Background: an optimization exercise with open tools, aiming at small area. Do not read the settings as production practice. In this exercise RTL edits were held to simulation tests only and were not proved equivalent to the original. Power is estimated from default activity; no workload was simulated.

<file path="design/flow/design.v">
module regfile_mp #(
  parameter int DATA_W   = 32,
  parameter int ADDR_W   = 5,
  parameter int NUM_RD   = 4,
  parameter int ZERO_REG = 1
) (
  input  logic                     clk_i,
  input  logic                     rst_i,
  output logic                     ready_o,
  input  logic                     we0_i,
  input  logic [ADDR_W-1:0]        waddr0_i,
  input  logic [DATA_W-1:0]        wdata0_i,
  input  logic                     we1_i,
  input  logic [ADDR_W-1:0]        waddr1_i,
  input  logic [DATA_W-1:0]        wdata1_i,
  input  logic [NUM_RD*ADDR_W-1:0] raddr_i,
  output logic [NUM_RD*DATA_W-1:0] rdata_o
);
  localparam int                DEPTH     = 2 ** ADDR_W;
  localparam bit                ZERO_EN   = (ZERO_REG != 32'sd0);
  localparam logic [ADDR_W-1:0] LAST_ADDR = ADDR_W'(DEPTH - 1);
  localparam logic [ADDR_W-1:0] ADDR_ZERO = '0;
  typedef enum logic [0:0] {
    CLEAR = 1'b0,
    RUN   = 1'b1
  } state_e;
  state_e                   state_q;
  logic [ADDR_W-1:0]        clr_cnt_q;
  logic [ADDR_W-1:0]        clr_cnt_d;
  logic                     ready_q;
  logic [DATA_W-1:0]        mem_q [DEPTH];
  logic                     wr0_en_s;
  logic                     wr1_en_s;
  logic [NUM_RD*DATA_W-1:0] rdata_s;
  always_comb begin
    clr_cnt_d = clr_cnt_q + ADDR_W'(1);
    wr0_en_s  = (state_q == RUN) && we0_i &&
                !(ZERO_EN && (waddr0_i == ADDR_ZERO));
    wr1_en_s  = (state_q == RUN) && we1_i &&
                !(ZERO_EN && (waddr1_i == ADDR_ZERO));
  end
  always_ff @(posedge clk_i) begin
    if (rst_i) begin
      state_q   <= CLEAR;
      clr_cnt_q <= '0;
      ready_q   <= 1'b0;
    end else begin
      case (state_q)
        CLEAR: begin
          mem_q[clr_cnt_q] <= '0;
          clr_cnt_q        <= clr_cnt_d;
          if (clr_cnt_q == LAST_ADDR) begin
            state_q <= RUN;
            ready_q <= 1'b1;
          end
        end
        RUN: begin
          if (wr0_en_s) mem_q[waddr0_i] <= wdata0_i;
          if (wr1_en_s) mem_q[waddr1_i] <= wdata1_i;
        end
        default: begin
          state_q   <= CLEAR;
          clr_cnt_q <= '0;
          ready_q   <= 1'b0;
        end
      endcase
    end
  end
  for (genvar k = 0; k < NUM_RD; k++) begin : g_rd
    logic [ADDR_W-1:0] raddr_s;
    assign raddr_s = raddr_i[k*ADDR_W +: ADDR_W];
    always_comb begin
      if (state_q != RUN) begin
        rdata_s[k*DATA_W +: DATA_W] = '0;
      end else if (ZERO_EN && (raddr_s == ADDR_ZERO)) begin
        rdata_s[k*DATA_W +: DATA_W] = '0;
      end else begin
        rdata_s[k*DATA_W +: DATA_W] = mem_q[raddr_s];
      end
    end
  end
  assign rdata_o = rdata_s;
  assign ready_o = ready_q;
endmodule
</file>
<file path="design/flow/run.sh">
#!/bin/bash
# synth_recipe.tcl (not shown) runs the flow's synth.tcl, then flattens the netlist and writes it again
# the make line also repeats each setting of config.mk as NAME=value (left out here)
make -C /OpenROAD-flow-scripts/flow DESIGN_CONFIG=/design/flow/config.mk WORK_HOME=/design/flow/orfs CLKGATE_MAP_FILE= SYNTH_SCRIPT=/design/flow/synth_recipe.tcl finish
</file>
<file path="design/flow/config.mk">
export PLATFORM = sky130hd
export DESIGN_NAME = regfile_mp
export DESIGN_NICKNAME = regfile_mp
export VERILOG_FILES = /design/flow/design.v
export SDC_FILE = /design/flow/constraint.sdc
export NUM_CORES = 4
export LEC_CHECK = 0
export CAP_MARGIN = 20
export CORE_MARGIN = 2
export CORE_UTILIZATION = 40
export SLEW_MARGIN = 20
</file>
<file path="design/flow/constraint.sdc">
create_clock -name core_clock -period 6.0 [get_ports {clk_i}]
set_input_delay 1.2000 -clock core_clock [delete_from_list [all_inputs] [get_ports {clk_i}]]
set_output_delay 1.2000 -clock core_clock [all_outputs]
set_load 0.01 [all_outputs]
</file>
==> run notes <==
power by group through the flow:
stage	clock network (mW)	logic, mW	registers (mW)
floorplan	0	1.09	8.02
global placement	0	1.73	8.03
detailed placement	0	1.74	8.04
CTS	8.04	1.74	7.89
global route	8.30	1.82	7.89
finish	8.05	1.81	7.89
layout by cell type (no fill, tap or decap), types with 64 or more instances in the layout:
master,n
a221oi_1,64
mux4_2,480
o21ai_0,1079
mux2i_1,961
edfxtp_1,1023
buf_12,80
a22oi_1,379
clkbuf_16,138
nand2_1,1176
o22ai_1,380
clkdlybuf4s50_1,194
nand4_1,126
buf_4,281
flip-flops by register name, summed over array words and instances, names as in the netlist:
name,cells
ready_q,1
mem_q,1023
state_q,1
clr_cnt_q,5
stage by stage:
step,instances,utilization [%]
2_1_floorplan,6865,-
3_3_place_gp,9078,43.70
3_5_place_dp,9079,43.69
4_1_cts,9318,46.00
5_1_grt,9330,46.03
6_report,9338,46.04
critical path: stages:
cell and delay [ps]:
clkdlybuf4s50_1 880, or3b_2 550, buf_4 250, o22ai_1 460, o21ai_0 290, buf_2 250, nand4_1 160, clkdlybuf4s50_1 570
cell type report:
type	count	area share, %
antenna	15	0.04458
clock buffer	177	4.287
clock inverter	62	0.7355
inverter	38	0.1694
multi-input combinational	4960	47.29
sequential	1030	36.65
tap	2464	3.661
timing repair buffer	592	7.162
metal layers:
layer	GRT usage, %	vias up
met1	44.98	32450
met5	0	-
met3	11.10	1511
li1	-	26540
met4	27.13	14
met2	54.14	6024
logic make-up (layout without fill, tap and decap cells):
group,count (synthesis),in the layout
AOI/OAI and AO/OA,2029,2029
muxes,1474,1474
and+or+nand+nor,1452,1452
DFF,1030,1030
buffers and inverters,875,869
xor gates and xnor gates,3,3
adders and majority gates,2,2
other,0,15
worst max-delay path by stage:
stage                           start                endpoint  depth (start not counted)
final                      raddr_i[7]             rdata_o[49]                          8
after global routing      raddr_i[19]             rdata_o[96]                          7
after CTS                  raddr_i[8]             rdata_o[49]                          8
after detailed placement   raddr_i[8]             rdata_o[49]                          8
after global placement     raddr_i[8]             rdata_o[49]                          8
after floorplan                 rst_i  mem_q[22][0]$_DFFE_PP_                          7
==> flow_summary.rst <==
.. list-table::
   :header-rows: 1

   * - Metric
     - Value
   * - Max-capacitance violation count
     - 0
   * - Startpoint of the tightest hold check path
     - ready_q$_SDFFE_PP0P_
   * - Leakage power
     - about 27 nW
   * - Number of enable flip-flop cells after synthesis
     - between 1000 and 1500
   * - Final cycle utilization of the critical path
     - slightly below 100%
   * - Data required time at the worst endpoint
     - roughly 4800 ps
   * - Fin Clk Skew
     - roughly 26 ps
   * - Setup slack of the worst register-to-register path
     - 2240 ps
   * - Design Area, Final
     - approximately 84000 um2
   * - Power density normalized to cell area
     - roughly 210 nW/um2
   * - Worst Hold Margin
     - between 400 and 500 ps
   * - Largest area contributor in the netlist
     - edfxtp_1
   * - Pin count of the biggest net entering global routing
     - 84
   * - Number of buffers inserted during clock tree synthesis
     - 132
   * - Post-synthesis to final-layout area growth
     - 14.39%
   * - TritonCTS clock tree
     - yes
   * - Post-Place Setup Slack
     - between 300 and 400 ps
   * - Area used by sequential logic in the layout
     - between 30000 and 40000 um2
   * - Area inside the core boundary
     - 182900 um2
   * - Count of instances resized after the clock tree is built
     - 0
   * - Area fraction in compound gates after synthesis
     - between 10% and 20%
   * - Antenna violations before repair
     - 23
   * - Hold worst-path end
     - ready_q$_SDFFE_PP0P_
   * - Final Wtd Congestion
     - about 1
   * - Worst Hold Depth
     - 2
   * - Vertical die dimension
     - between 400 and 500 um
   * - Later-pin clock latency in the skew report
     - slightly above 800 ps
   * - Share of cell area taken by muxes after synthesis
     - 28.26%
   * - Number of buffers added on ports
     - approximately 230
   * - Clock root buffer
     - clkbuf_16
   * - Total power consumption of the routed design
     - ~18 mW
   * - Tot GR Track Use
     - 36.56%
   * - Switching portion of total power
     - about a quarter
   * - Slew HR
     - ~19%
   * - Share of cells above drive strength 1
     - between 15 and 20%
   * - Setup violations, final
     - 0
   * - Destination of the worst register-to-register timing path
     - mem_q[30][15]$_DFFE_PP_
   * - Placed wire-length estimate
     - around 220 mm
   * - Main combinational cell family by area after synthesis
     - multiplexers
   * - Wire length on met1
     - ~120 mm
   * - Total number of placement rows
     - between 150 and 200
   * - Unrepaired setup endpoints after global routing
     - false
   * - Fraction of synthesis flops using an asynchronous set or reset pin
     - 0%
   * - Post-synthesis xor/xnor area fraction
     - 0.03569%
   * - Fillers
     - between 15000 and 20000
   * - Arrival @ worst endpoint
     - between 4000 and 5000 ps
   * - Overflow after GRT
     - 0
   * - Detailed Route Iter0 Violations
     - about 12000
   * - Die area
     - ~190000 um2
   * - Effective utilization at floorplan
     - 40.25%
   * - Routed length on met2
     - 149.7 mm
   * - Total routed wirelength
     - ~350 mm
   * - Total number of clock tree sinks
     - a little over 1000
   * - Fraction of the mapped netlist area in adder cells
     - less than 1%
   * - Clock transition at the registers of the reported paths
     - 50 ps
   * - Crit path setup slack, layout
     - around 110 ps
   * - Leading register cell type out of synthesis
     - edfxtp_1
   * - Fraction of synthesized cell area taken by the top area cell type
     - a little over two fifths
   * - Top cell types by occurrence after synthesis
     - nand2_1 (1187), o21ai_0 (1079), edfxtp_1 (1023)
   * - Sequential share of power
     - 44.5%
   * - Via count of the first global-routing pass
     - ~62000
   * - Total vias in the final route
     - ~67000
   * - Combined area of all synthesized cells
     - around 74000 um2
   * - # DRC
     - 0
   * - Total of flip-flops plus latches after synthesis
     - roughly 1000
   * - Hold Fails Final Rpt
     - 0
   * - Combinational share of power
     - between 10 and 15%
   * - Number of nets in the synthesized netlist
     - slightly below 7000
   * - Launching point of the worst reg2reg path
     - state_q$_SDFF_PP0_
   * - Cells taking the most area after synthesis
     - edfxtp_1 (42%), mux4_2 (15%), mux2i_1 (13%)
   * - Fin. max-slew vios
     - 0
   * - Total met3 wirelength after detailed routing
     - around 50 mm
   * - Kind of end point of the critical path
     - output pin
   * - Worst slew pin tran
     - 1209 ps
   * - Number of primary I/O pins
     - ~230
   * - Result of the run
     - complete, no violations
   * - Buffer levels on the longest clock path
     - 3
   * - Die width
     - between 400 and 500 um
   * - Clock group share of total power
     - 45.3%
   * - Drt first pass iters
     - 9
   * - Post-CTS Hold Buffers
     - 0
   * - Internal portion of total power
     - between 10 and 15 mW
   * - CP Max Fanout
     - 11
   * - Minimum clock period
     - roughly 6000 ps
   * - Synth warn
     - 1
   * - Sequential share of the synthesized area
     - between 40% and 50%
   * - HP Class
     - flop to flop
   * - Startpoint kind of the worst setup timing path
     - primary input
   * - Net switching power
     - 4.557 mW
   * - Number of cells on the worst reg-to-reg path
     - 7
   * - Upper clock frequency limit
     - around 170 MHz
   * - Worst ir drop on vdd
     - between 200 and 300 uV
   * - Cells after Synth
     - ~6900
   * - Average wire per standard cell
     - about 38 um
   * - Final net count
     - a little under 7000
   * - Post-synthesis simple-gate area fraction
     - roughly 8.4%
   * - Wire length of the first global-routing pass
     - 480.8 mm
   * - Category of the critical setup timing path
     - primary input to output pin
   * - Footprint of the multi-input gates
     - 39820 um2
   * - Post-CTS Setup Inserts
     - 0
   * - Antenna-violating nets left
     - 0
   * - Count leader, synth
     - nand2_1
   * - Highest metal layer used by the detailed router
     - met5
   * - Via density per instance
     - about 7.1
   * - H-tree levels
     - 4
   * - Accumulated negative setup slack
     - 0 ps
   * - Post-synthesis area per instance
     - around 11 um2
   * - Number of distinct library cells after synthesis
     - just under 60
   * - Placed cell areas
     - between 70000 and 80000 um2

-- static timing again, ports no longer ideal --
The results above use ideal ports. As a check the final layout listed here was re-extracted and re-timed, cells and wires unchanged. Step 1, drivers: a clkbuf_16 drives clk_i and a buf_2 each remaining input, both assumed. Step 2 times the ports against the registers' clock, not the clock port: input delays grow and output delays shrink by t, the midpoint of the rising clock arrivals with the driver on. Slacks: ideal / step 1 / step 2; pairs: ideal / step 1.
shift t [ns]: 0.899
setup WS [ns]: 0.106 / 0.072 / 0.072
slew at the worst register clock pin (ns): 0.06 / 0.06
After both steps this run still meets setup and hold. For this run, drivers alone change the setup slack by -0.034 ns; drivers and shift together by -0.034 ns.
